This design comes from an exercise in tuning for small area, a short achievable clock period and few clock cycles per item on the open sky130 flow, not from production work.
No functional check of the RTL was part of this run.

===== flow/config.mk =====
export PLATFORM = sky130hd
export DESIGN_NAME = halton_sequence_generator_unit
export DESIGN_NICKNAME = halton_sequence_generator_unit
export VERILOG_FILES = /design/flow/design.v
export SDC_FILE = /design/flow/constraint.sdc
export NUM_CORES = 4
export LEC_CHECK = 0
export CAP_MARGIN = 20
export CORE_MARGIN = 2
export CORE_UTILIZATION = 40
export SLEW_MARGIN = 20

===== flow/constraint.sdc =====
create_clock -name core_clock -period 10.0 [get_ports {clk}]
set_input_delay 2.0000 -clock core_clock [delete_from_list [all_inputs] [get_ports {clk}]]
set_output_delay 2.0000 -clock core_clock [all_outputs]
set_load 0.01 [all_outputs]

===== flow/design.v =====
package hsg_pkg;
	localparam int NDIM     = 8;
	localparam int DIM_W    = 3;
	localparam int STEPS_W  = 8;
	localparam int ACTIVE_W = 4;
	localparam int FRAC_W   = 16;
	localparam logic [ACTIVE_W-1:0] ACTIVE_RESET = 4'd8;
	function automatic logic [FRAC_W-1:0] den_of(input logic [2:0] dim, input logic [3:0] k);
		den_of = 16'd0;
		case (dim)
			3'd0: case (k)
				4'd0: den_of = 16'd1;
				4'd1: den_of = 16'd2;
				4'd2: den_of = 16'd4;
				4'd3: den_of = 16'd8;
				4'd4: den_of = 16'd16;
				4'd5: den_of = 16'd32;
				4'd6: den_of = 16'd64;
				4'd7: den_of = 16'd128;
				4'd8: den_of = 16'd256;
				4'd9: den_of = 16'd512;
				4'd10: den_of = 16'd1024;
				4'd11: den_of = 16'd2048;
				4'd12: den_of = 16'd4096;
				4'd13: den_of = 16'd8192;
				4'd14: den_of = 16'd16384;
				4'd15: den_of = 16'd32768;
				default: den_of = 16'd0;
			endcase
			3'd1: case (k)
				4'd0: den_of = 16'd1;
				4'd1: den_of = 16'd3;
				4'd2: den_of = 16'd9;
				4'd3: den_of = 16'd27;
				4'd4: den_of = 16'd81;
				4'd5: den_of = 16'd243;
				4'd6: den_of = 16'd729;
				4'd7: den_of = 16'd2187;
				4'd8: den_of = 16'd6561;
				4'd9: den_of = 16'd19683;
				4'd10: den_of = 16'd59049;
				default: den_of = 16'd0;
			endcase
			3'd2: case (k)
				4'd0: den_of = 16'd1;
				4'd1: den_of = 16'd5;
				4'd2: den_of = 16'd25;
				4'd3: den_of = 16'd125;
				4'd4: den_of = 16'd625;
				4'd5: den_of = 16'd3125;
				4'd6: den_of = 16'd15625;
				default: den_of = 16'd0;
			endcase
			3'd3: case (k)
				4'd0: den_of = 16'd1;
				4'd1: den_of = 16'd7;
				4'd2: den_of = 16'd49;
				4'd3: den_of = 16'd343;
				4'd4: den_of = 16'd2401;
				4'd5: den_of = 16'd16807;
				default: den_of = 16'd0;
			endcase
			3'd4: case (k)
				4'd0: den_of = 16'd1;
				4'd1: den_of = 16'd11;
				4'd2: den_of = 16'd121;
				4'd3: den_of = 16'd1331;
				4'd4: den_of = 16'd14641;
				default: den_of = 16'd0;
			endcase
			3'd5: case (k)
				4'd0: den_of = 16'd1;
				4'd1: den_of = 16'd13;
				4'd2: den_of = 16'd169;
				4'd3: den_of = 16'd2197;
				4'd4: den_of = 16'd28561;
				default: den_of = 16'd0;
			endcase
			3'd6: case (k)
				4'd0: den_of = 16'd1;
				4'd1: den_of = 16'd17;
				4'd2: den_of = 16'd289;
				4'd3: den_of = 16'd4913;
				default: den_of = 16'd0;
			endcase
			3'd7: case (k)
				4'd0: den_of = 16'd1;
				4'd1: den_of = 16'd19;
				4'd2: den_of = 16'd361;
				4'd3: den_of = 16'd6859;
				default: den_of = 16'd0;
			endcase
			default: den_of = 16'd0;
		endcase
	endfunction
endpackage
module hsg_ctrl (
	input  logic                          clk,
	input  logic                          arst_n,
	input  logic                          s_tvalid,
	output logic                          s_tready,
	input  logic [15:0]                   s_tdata,
	input  logic                          cfg_valid,
	output logic                          cfg_ready,
	input  logic [hsg_pkg::ACTIVE_W-1:0]  cfg_data,
	input  logic                          m_tready,
	input  logic [7:0]                    hold,      
	input  logic [7:0]                    taken,     
	output logic                          n_valid,
	output logic                          n_rst,
	output logic [7:0]                    n_s,
	output logic [3:0]                    n_c,
	output logic                          m_tvalid,
	output logic                          m_tlast,
	output logic [2:0]                    q,         
	output logic                          load,      
	output logic [7:0]                    xfer_d
);
	logic [hsg_pkg::ACTIVE_W-1:0] active_q;
	logic        nv_q, noc_q;
	logic [12:0] n_q;
	logic        cv_q;
	logic [3:0]  cc_q;
	logic [2:0]  q_q;
	logic        ov_q, ol_q;
	logic        accept, adv, last, claim, free;
	logic [3:0]  cap;
	assign cfg_ready = 1'b1;
	assign s_tready  = !nv_q;
	assign accept    = s_tvalid && !nv_q;
	assign cap       = (active_q > 4'd8) ? 4'd8 : active_q;
	assign adv      = !ov_q || m_tready;
	assign load     = adv && cv_q && hold[q_q];
	assign last     = ({1'b0, q_q} == (cc_q - 4'd1));
	assign xfer_d   = load ? (8'd1 << q_q) : 8'd0;
	assign claim    = nv_q && !noc_q && (!cv_q || (load && last));
	assign free     = nv_q && (&taken) && (noc_q || claim);
	always_ff @(posedge clk or negedge arst_n) begin
		if (!arst_n) begin
			active_q <= hsg_pkg::ACTIVE_RESET;
			nv_q     <= 1'b0;
			noc_q    <= 1'b0;
			cv_q     <= 1'b0;
			q_q      <= 3'd0;
			ov_q     <= 1'b0;
		end else begin
			if (cfg_valid)
				active_q <= cfg_data;
			if (accept) begin
				nv_q  <= 1'b1;
				noc_q <= 1'b0;
			end else if (free) begin
				nv_q  <= 1'b0;
			end else if (claim) begin
				noc_q <= 1'b1;
			end
			if (claim) begin
				cv_q <= (n_q[12:9] != 4'd0);
				q_q  <= 3'd0;
			end else if (load) begin
				cv_q <= !last;
				q_q  <= last ? 3'd0 : q_q + 3'd1;
			end
			if (load)
				ov_q <= 1'b1;
			else if (m_tready)
				ov_q <= 1'b0;
		end
	end
	always_ff @(posedge clk) begin
		if (accept)
			n_q <= {cap, s_tdata[8:1], s_tdata[0]};
		if (claim)
			cc_q <= n_q[12:9];
		if (load)
			ol_q <= last;
	end
	assign n_valid = nv_q;
	assign n_rst   = n_q[0];
	assign n_s     = n_q[8:1];
	assign n_c     = n_q[12:9];
	assign m_tvalid = ov_q;
	assign m_tlast  = ol_q;
	assign q       = q_q;
endmodule
module hsg_dpath #(
	parameter int IDX = 1,     
	parameter int P   = 5,     
	parameter int E   = 1,     
	parameter int B   = 5,     
	parameter int K   = 6,     
	parameter int KP  = 6,     
	parameter int W   = 14,    
	parameter int DB  = 3,     
	parameter int SW  = 6      
) (
	input  logic         clk,
	input  logic         arst_n,
	input  logic         n_valid,
	input  logic         n_rst,
	input  logic [7:0]   n_s,
	input  logic [3:0]   n_c,
	input  logic         xfer,
	output logic         hold,
	output logic         taken,
	output logic [W-1:0] num,
	output logic [3:0]   k,
	output logic         ovf
);
	localparam logic [1:0] S_IDLE = 2'd0, S_RUN = 2'd1, S_HOLD = 2'd2;
	localparam int P2 = P * P;
	localparam logic [W-1:0] NUM_MAX = W'(B ** K - 1);
	logic [1:0]      ph_q;
	logic            took_q;
	logic [2:0]      j_q;
	logic            done_q;
	logic [K*DB-1:0] ring_q;
	logic [DB-1:0]   sd_q;      
	logic [SW-1:0]   sh_q;      
	logic            cy_q;      
	logic [W-1:0]    acc_q;
	logic [3:0]      k_q;
	logic            ovf_q;
	logic act, start, start_run, clr, step;
	assign act       = (n_c > 4'(IDX));
	assign start     = (ph_q == S_IDLE) && n_valid && !took_q;
	assign start_run = start && act && !(ovf_q && !n_rst);
	assign clr       = start && n_rst;
	assign step      = (ph_q == S_RUN);
	logic [7:0] dv_in;
	logic [7:0] dv_q;
	logic [DB-1:0] dv_r;
	assign dv_in = step ? 8'(sh_q) : n_s;
	assign dv_q  = dv_in / 8'(B);
	assign dv_r  = DB'(dv_in % 8'(B));
	logic [DB:0]   t;
	logic          co;
	logic [DB-1:0] r;
	logic          done_now, last, ovf_now;
	assign t        = (DB+1)'(ring_q[DB-1:0]) + (DB+1)'(sd_q) + (DB+1)'(cy_q);
	assign co       = (t >= (DB+1)'(B));
	assign r        = co ? DB'(t - (DB+1)'(B)) : DB'(t);
	assign last     = (j_q == 3'(K - 1));
	assign done_now = !done_q && !co && (sh_q == '0) && ((5'(E) * (5'(j_q) + 5'd1)) >= 5'(k_q));
	assign ovf_now  = last && co;
	logic [W-1:0] acc_full, acc_part;
	logic [3:0]   m;
	generate
		if (E == 1) begin : g_e1
			assign acc_full = W'(acc_q * P) + W'(r);
			assign acc_part = acc_full;
			assign m        = 4'd1;
		end else begin : g_e2
			logic [DB-1:0] d0, d1;
			assign d0 = DB'(r % P);
			assign d1 = DB'(r / P);
			assign acc_full = W'(acc_q * P2) + W'(d0 * P) + W'(d1);
			assign acc_part = (d1 == '0) ? (W'(acc_q * P) + W'(d0)) : acc_full;
			assign m        = (d1 == '0) ? 4'd1 : 4'd2;
		end
	endgenerate
	always_ff @(posedge clk or negedge arst_n) begin
		if (!arst_n) begin
			ph_q   <= S_IDLE;
			took_q <= 1'b0;
			ring_q <= '0;
			k_q    <= 4'd0;
			ovf_q  <= 1'b0;
		end else begin
			took_q <= n_valid && (took_q || start);
			if (clr) begin
				ring_q <= '0;
				k_q    <= 4'd0;
				ovf_q  <= 1'b0;
			end
			if (start && act)
				ph_q <= start_run ? S_RUN : S_HOLD;
			if (ph_q == S_HOLD && xfer)
				ph_q <= S_IDLE;
			if (step) begin
				ring_q <= {r, ring_q[K*DB-1:DB]};
				if (last)
					ph_q <= S_HOLD;
				if (done_now)
					k_q <= (r == '0) ? 4'd0 : 4'(E) * 4'(j_q) + m;
				if (ovf_now) begin
					k_q   <= 4'(KP);
					ovf_q <= 1'b1;
				end
			end
		end
	end
	always_ff @(posedge clk) begin
		if (start_run || step) begin
			sd_q <= dv_r;
			sh_q <= SW'(dv_q);
		end
		if (start_run) begin
			cy_q   <= 1'b0;
			j_q    <= 3'd0;
			done_q <= 1'b0;
			acc_q  <= '0;
		end else if (step) begin
			cy_q   <= co;
			j_q    <= j_q + 3'd1;
			done_q <= done_q || done_now;
			if (ovf_now)
				acc_q <= NUM_MAX;
			else if (done_now)
				acc_q <= acc_part;
			else if (!done_q)
				acc_q <= acc_full;
		end
	end
	assign hold  = (ph_q == S_HOLD);
	assign taken = took_q || start;
	assign num   = acc_q;
	assign k     = k_q;
	assign ovf   = ovf_q;
endmodule
module hsg_dpath2 (
	input  logic         clk,
	input  logic         arst_n,
	input  logic         n_valid,
	input  logic         n_rst,
	input  logic [7:0]   n_s,
	input  logic [3:0]   n_c,
	input  logic         xfer,
	output logic         hold,
	output logic         taken,
	output logic [14:0]  num,
	output logic [3:0]   k,
	output logic         ovf
);
	logic        hold_q, took_q, ovf_q;
	logic [14:0] n_q;
	logic [3:0]  k_q;
	logic        act, start;
	logic [15:0] sum;
	logic [3:0]  len;
	assign act   = (n_c != 4'd0);
	assign start = !hold_q && n_valid && !took_q;
	assign sum   = 16'(n_rst ? 15'd0 : n_q) + 16'(n_s);
	always_comb begin
		len = 4'd0;
		for (int i = 0; i < 15; i++)
			if (sum[i])
				len = 4'(i + 1);
	end
	always_ff @(posedge clk or negedge arst_n) begin
		if (!arst_n) begin
			hold_q <= 1'b0;
			took_q <= 1'b0;
			n_q    <= 15'd0;
			k_q    <= 4'd0;
			ovf_q  <= 1'b0;
		end else begin
			took_q <= n_valid && (took_q || start);
			if (start && act)
				hold_q <= 1'b1;
			if (hold_q && xfer)
				hold_q <= 1'b0;
			if (start && n_rst) begin
				n_q   <= 15'd0;
				k_q   <= 4'd0;
				ovf_q <= 1'b0;
			end
			if (start && act && !(ovf_q && !n_rst)) begin
				if (sum[15]) begin
					n_q   <= 15'h7fff;
					k_q   <= 4'd15;
					ovf_q <= 1'b1;
				end else begin
					n_q   <= sum[14:0];
					k_q   <= len;
				end
			end
		end
	end
	always_comb begin
		num = 15'd0;
		for (int t = 0; t < 15; t++)
			for (int b = 0; b < 15; b++)
				if (32'(k_q) == b + t + 1)
					num[t] = n_q[b];
	end
	assign hold  = hold_q;
	assign taken = took_q || start;
	assign k     = k_q;
	assign ovf   = ovf_q;
endmodule
module halton_sequence_generator_unit #(
	parameter int DIMS       = 8,
	parameter int FRAC_WIDTH = 16
) (
	input  logic        clk,
	input  logic        arst_n,
	input  logic        s_tvalid,
	output logic        s_tready,
	input  logic [15:0] s_tdata,    
	output logic        m_tvalid,
	input  logic        m_tready,
	output logic [71:0] m_tdata,    
	output logic [0:0]  m_tuser,    
	output logic        m_tlast,
	input  logic        cfg_valid,
	output logic        cfg_ready,
	input  logic [3:0]  cfg_data    
);
	logic       n_valid, n_rst;
	logic [7:0] n_s;
	logic [3:0] n_c;
	logic [7:0] hold, taken, ovf, xfer_d;
	logic [2:0] q;
	logic       load;
	logic [15:0] num [8];
	logic [3:0]  k [8];
	hsg_ctrl u_ctrl (
		.clk       (clk),
		.arst_n    (arst_n),
		.s_tvalid  (s_tvalid),
		.s_tready  (s_tready),
		.s_tdata   (s_tdata),
		.cfg_valid (cfg_valid),
		.cfg_ready (cfg_ready),
		.cfg_data  (cfg_data),
		.m_tready  (m_tready),
		.hold      (hold),
		.taken     (taken),
		.n_valid   (n_valid),
		.n_rst     (n_rst),
		.n_s       (n_s),
		.n_c       (n_c),
		.m_tvalid  (m_tvalid),
		.m_tlast   (m_tlast),
		.q         (q),
		.load      (load),
		.xfer_d    (xfer_d)
	);
	hsg_dpath2 u_dim0 (
		.clk(clk), .arst_n(arst_n), .n_valid(n_valid), .n_rst(n_rst), .n_s(n_s), .n_c(n_c),
		.xfer(xfer_d[0]), .hold(hold[0]), .taken(taken[0]),
		.num(num[0][14:0]), .k(k[0]), .ovf(ovf[0]));
	assign num[0][15] = 1'b0;
	generate
	hsg_dpath #(.IDX(1), .P(3), .E(2), .B(9), .K(5), .KP(10), .W(16), .DB(4), .SW(5)) u_dim1 ( 
		.clk(clk), .arst_n(arst_n), .n_valid(n_valid), .n_rst(n_rst), .n_s(n_s), .n_c(n_c), 
		.xfer(xfer_d[1]), .hold(hold[1]), .taken(taken[1]), 
		.num(num[1][16-1:0]), .k(k[1]), .ovf(ovf[1])); 
	if (16 < 16) begin : g_pad1 assign num[1][15:16] = '0; end
	hsg_dpath #(.IDX(2), .P(5), .E(1), .B(5), .K(6), .KP(6), .W(14), .DB(3), .SW(6)) u_dim2 ( 
		.clk(clk), .arst_n(arst_n), .n_valid(n_valid), .n_rst(n_rst), .n_s(n_s), .n_c(n_c), 
		.xfer(xfer_d[2]), .hold(hold[2]), .taken(taken[2]), 
		.num(num[2][14-1:0]), .k(k[2]), .ovf(ovf[2])); 
	if (14 < 16) begin : g_pad2 assign num[2][15:14] = '0; end
	hsg_dpath #(.IDX(3), .P(7), .E(1), .B(7), .K(5), .KP(5), .W(15), .DB(3), .SW(6)) u_dim3 ( 
		.clk(clk), .arst_n(arst_n), .n_valid(n_valid), .n_rst(n_rst), .n_s(n_s), .n_c(n_c), 
		.xfer(xfer_d[3]), .hold(hold[3]), .taken(taken[3]), 
		.num(num[3][15-1:0]), .k(k[3]), .ovf(ovf[3])); 
	if (15 < 16) begin : g_pad3 assign num[3][15:15] = '0; end
	hsg_dpath #(.IDX(4), .P(11), .E(1), .B(11), .K(4), .KP(4), .W(14), .DB(4), .SW(5)) u_dim4 ( 
		.clk(clk), .arst_n(arst_n), .n_valid(n_valid), .n_rst(n_rst), .n_s(n_s), .n_c(n_c), 
		.xfer(xfer_d[4]), .hold(hold[4]), .taken(taken[4]), 
		.num(num[4][14-1:0]), .k(k[4]), .ovf(ovf[4])); 
	if (14 < 16) begin : g_pad4 assign num[4][15:14] = '0; end
	hsg_dpath #(.IDX(5), .P(13), .E(1), .B(13), .K(4), .KP(4), .W(15), .DB(4), .SW(5)) u_dim5 ( 
		.clk(clk), .arst_n(arst_n), .n_valid(n_valid), .n_rst(n_rst), .n_s(n_s), .n_c(n_c), 
		.xfer(xfer_d[5]), .hold(hold[5]), .taken(taken[5]), 
		.num(num[5][15-1:0]), .k(k[5]), .ovf(ovf[5])); 
	if (15 < 16) begin : g_pad5 assign num[5][15:15] = '0; end
	hsg_dpath #(.IDX(6), .P(17), .E(1), .B(17), .K(3), .KP(3), .W(13), .DB(5), .SW(4)) u_dim6 ( 
		.clk(clk), .arst_n(arst_n), .n_valid(n_valid), .n_rst(n_rst), .n_s(n_s), .n_c(n_c), 
		.xfer(xfer_d[6]), .hold(hold[6]), .taken(taken[6]), 
		.num(num[6][13-1:0]), .k(k[6]), .ovf(ovf[6])); 
	if (13 < 16) begin : g_pad6 assign num[6][15:13] = '0; end
	hsg_dpath #(.IDX(7), .P(19), .E(1), .B(19), .K(3), .KP(3), .W(13), .DB(5), .SW(4)) u_dim7 ( 
		.clk(clk), .arst_n(arst_n), .n_valid(n_valid), .n_rst(n_rst), .n_s(n_s), .n_c(n_c), 
		.xfer(xfer_d[7]), .hold(hold[7]), .taken(taken[7]), 
		.num(num[7][13-1:0]), .k(k[7]), .ovf(ovf[7])); 
	if (13 < 16) begin : g_pad7 assign num[7][15:13] = '0; end
	endgenerate
	logic [2:0]  od_q;
	logic [15:0] on_q, oden_q;
	logic        oo_q;
	always_ff @(posedge clk) begin
		if (load) begin
			od_q   <= q;
			on_q   <= num[q];
			oden_q <= hsg_pkg::den_of(q, k[q]);
			oo_q   <= ovf[q];
		end
	end
	assign m_tdata = {5'd0, 16'd0, oden_q, 16'd0, on_q, od_q};
	assign m_tuser = oo_q;
endmodule

===== flow/run.sh =====
#!/bin/bash
# synth_recipe.tcl (not shown) runs the flow's synth.tcl, then flattens the netlist and writes it again
# the make line also repeats each setting of config.mk as NAME=value (left out here)
make -C /OpenROAD-flow-scripts/flow DESIGN_CONFIG=/design/flow/config.mk WORK_HOME=/design/flow/orfs CLKGATE_MAP_FILE= SYNTH_SCRIPT=/design/flow/synth_recipe.tcl finish

==> impl_metrics.env <==
export IMPL_grt_first_pass_wirelength_um=163000
export IMPL_crit_required_ps=10550
export IMPL_synth_compound_area_frac=0.191
export IMPL_fin_nets=4731
export IMPL_synthesis_area_um2=36900
export IMPL_dp_cells=5353
export IMPL_worst_path_max_delay_cell="fa_1"
export IMPL_coreArea_um2=91500
export IMPL_areaGrowthSynthToFinish_pct=9.33
export IMPL_synth_area_per_cell_um2=8.70
export IMPL_reg2reg_depth=37
export IMPL_cts_made_buffers=55
export IMPL_relSlewSlack=0.150
export IMPL_holdPathEnd="u_dim2.ring_q[6]$_DFFE_PN0P_"
export IMPL_rsz0062_at_grt="no"
export IMPL_cts_buffer_depth=3
export IMPL_synthXorXnorAreaFrac=0.0504
export IMPL_period_share=0.887
export IMPL_drtIter0Drc=2750
export IMPL_die_y_um=308
export IMPL_grt_max_degree=88
export IMPL_wirelength_um=102000
export IMPL_fin_cells=5457
export IMPL_whs_ps=471
export IMPL_antenna_found_initial=1
export IMPL_cts_resized_gates=0
export IMPL_drive_gt1_frac=0.0740
export IMPL_setup_tns_ps=0
export IMPL_synthSimpleGateAreaFrac=0.168
export IMPL_gr_usage_met3=0.0295
export IMPL_io_buffers=56
export IMPL_muxShareOfSynthArea=0.0354
export IMPL_place_congestion=0.942
export IMPL_synth_warnings=13
export IMPL_drtPass1Iterations=8
export IMPL_async_reset_ff_frac=0.447
export IMPL_clk_latency_ps=640
export IMPL_max_stage_delay_ps=530
export IMPL_cts_hold_buffers=0
export IMPL_globalRouteMet2Util=0.332
export IMPL_die_area_um2=94800
export IMPL_antenna_left=0
export IMPL_drv_slew=0
export IMPL_timing_final_ws_setup_ps=1130
export IMPL_dpl_worst_slack_ps=1160
export IMPL_ios=102
export IMPL_grt_total_usage=0.213
export IMPL_skew_ps=30.9
export IMPL_wire_per_inst_um=18.6
export IMPL_clk_pin_slew_ps=60
export IMPL_hpwl_um=76000
export IMPL_worstHoldStart="u_dim2.ring_q[9]$_DFFE_PN0P_"
export IMPL_cts_sinks=456
export IMPL_synth_ff_type="dfrtp_1"
export IMPL_max_clock_freq_mhz=113
export IMPL_ys_seq_elements=456
export IMPL_gr_total_overflow=0
export IMPL_drt_vias_per_instance=5.63
export IMPL_ff2ff_setup_slack_ps=1130
export IMPL_synth_area_leader_cell="dfrtp_1"
export IMPL_setup_violations=0
export IMPL_final_hold_viol_count=0
export IMPL_drv_cap=0
export IMPL_grt_pass1_vias=29100
export IMPL_synthCells=4246
export IMPL_arrival_ps=9420
export IMPL_synth_seq_area_share=0.307
export IMPL_cts_setup_buffers=0
export IMPL_status="timing/DRC/antenna clean"
export IMPL_ys_top_cells_by_count="nand2_1, ha_1, inv_1"
export IMPL_netlist_area_leader_share=0.138
export IMPL_busiest_layer="met2"
export IMPL_worst_setup_path_type="flop to flop"
export IMPL_hold_class="flop to flop"
export IMPL_crit_fanout=8
export IMPL_synthTopCellsByArea="dfrtp_1, ha_1, edfxtp_1, dfxtp_1, nand2_1"
export IMPL_synth_top_family_by_area="compound AO/OA/AOI/OAI gates"
export IMPL_cp_start_kind="flop"
export IMPL_synthAdderAreaFrac=0.180
export IMPL_synth_most_common_cell="nand2_1"
export IMPL_end_kind="flop"
export IMPL_r2r_end="u_dim1.acc_q[14]$_SDFFE_PP0P_"
export IMPL_fill_cells=8850
export IMPL_synth_enable_flop_cells=117
export IMPL_vias=30700
export IMPL_regToRegStartpoint="u_dim1.sd_q[0]$_DFFE_PP_"
export IMPL_rows=111
export IMPL_htreeDepth=2
export IMPL_n_antenna_cell=0
export IMPL_ys_types=131
export IMPL_initial_core_util=0.404
export IMPL_tightest_slew_ps=1260
export IMPL_die_x_um=308
export IMPL_met1_usage=0.302
export IMPL_whs_path_depth=2
export IMPL_root_buffer="clkbuf_16"
export IMPL_cts_tree="yes"
export IMPL_route_detailed_drc=0
export IMPL_fin_crit_ps=8870
## state kept, by name, summed over array words and instances (netlist names), 6 cells and up
register	cells
u_dim3.ring_q	15
u_dim1.acc_q	16
u_ctrl.n_q	13
u_dim7.ring_q	15
u_dim3.sh_q	6
oden_q	16
u_dim2.acc_q	14
u_dim4.ring_q	16
u_dim1.ring_q	20
u_dim6.acc_q	13
u_dim0.n_q	15
u_dim2.sh_q	6
u_dim7.acc_q	13
u_dim5.ring_q	16
u_dim5.acc_q	15
u_dim6.ring_q	15
u_dim4.acc_q	14
u_dim3.acc_q	15
on_q	16
u_dim2.ring_q	18
## worst max-delay path by stage
| stage | start | to | slack [ps] | depth (start not counted) |
|---|---|---|---|---|
| 3_5_place_dp | u_dim1.sd_q[0]$_DFFE_PP_ | u_dim1.acc_q[14]$_SDFFE_PP0P_ | 1160 | 36 |
| 2_1_floorplan | u_dim1.sd_q[0]$_DFFE_PP_ | u_dim1.acc_q[14]$_SDFFE_PP0P_ | 1990 | 37 |
| 6_report | u_dim1.sd_q[0]$_DFFE_PP_ | u_dim1.acc_q[14]$_SDFFE_PP0P_ | 1130 | 37 |
| 4_1_cts | u_dim1.sd_q[0]$_DFFE_PP_ | u_dim1.acc_q[14]$_SDFFE_PP0P_ | 1110 | 36 |
| 5_1_grt | u_dim1.sd_q[0]$_DFFE_PP_ | u_dim1.acc_q[14]$_SDFFE_PP0P_ | 320 | 36 |
| 3_3_place_gp | u_dim1.sd_q[0]$_DFFE_PP_ | u_dim1.acc_q[14]$_SDFFE_PP0P_ | 1290 | 36 |
## routing by layer
layer  vias to the layer above  wire (um)
met4                         0       3610
met5                         -          0
met2                       897      44400
li1                      14900          -
met3                       180       6240
met1                     14700      47400
## logic make-up after synthesis
family	after synthesis
compound gates	1060
xor+xnor	211
fa+ha+maj	484
buf+inv	605
flops	456
mux	115
other cells	2
simple gates	1313
## cells in the final DEF (no fill, tap or decap), drive strengths merged, types with 79 or more instances in the layout
cell type	synthesis	final
o21ai	295	295
nand3	131	131
xnor2	154	154
edfxtp	117	117
nor2	273	273
ha	403	403
nand2	534	534
dfxtp	135	135
dfrtp	203	203
a21oi	269	269
nor3	79	79
fa	79	79
inv	382	385
## cell type report
| type | count | area [um^2] | area share |
|---|---|---|---|
| repair buffers | 105 | 933 | 0.0231 |
| flip-flops and latches | 456 | 11300 | 0.280 |
| multi-input cells | 3221 | 23300 | 0.576 |
| clock inverters | 32 | 335 | 0.00830 |
| clock buffers | 72 | 1610 | 0.0398 |
| well taps | 1186 | 1480 | 0.0367 |
| inverters | 385 | 1450 | 0.0358 |
## critical path: cells and delay by family, from the launching register on
kind                       cells  cell delay (ps)
adders and majority gates     10             3350
AOI/OAI and AO/OA             11             2020
and+or+nand+nor                4             1040
muxes                          4             1000
buffers and inverters          6              550
xor gates and xnor gates       2              440
DFF                            1              390
## per-stage QoR
step	instance area, um^2	util
after floorplan	37100	-
after global placement	38400	0.420
after detailed placement	38400	0.420
after CTS	40400	0.441
after global routing	40400	0.441
final	40400	0.441

==> separate check: timing with driven ports <==
Ports are ideal in the flow. The routed layout listed here was re-timed in OpenROAD.
Step 1 assumes that a clkbuf_16 drives the clock port and a buf_2 every other input.
Step 2 moves the port delays by t, midway between the first and last clock arrival at a register: inputs arrive t later, outputs are due t later. That takes back most of the time a late clock gives input paths.
a / b / c = ideal ports / drivers / drivers and shift; a / b = the first two.
t, ns: 0.696
setup WS [ns]: 1.134 / 1.134 / 1.134
worst slew at a driven data input, ns: 0.05
After both steps this run still meets setup and hold. The setup slack of this run moves by 0.000 ns with the drivers and by 0.000 ns with both steps.
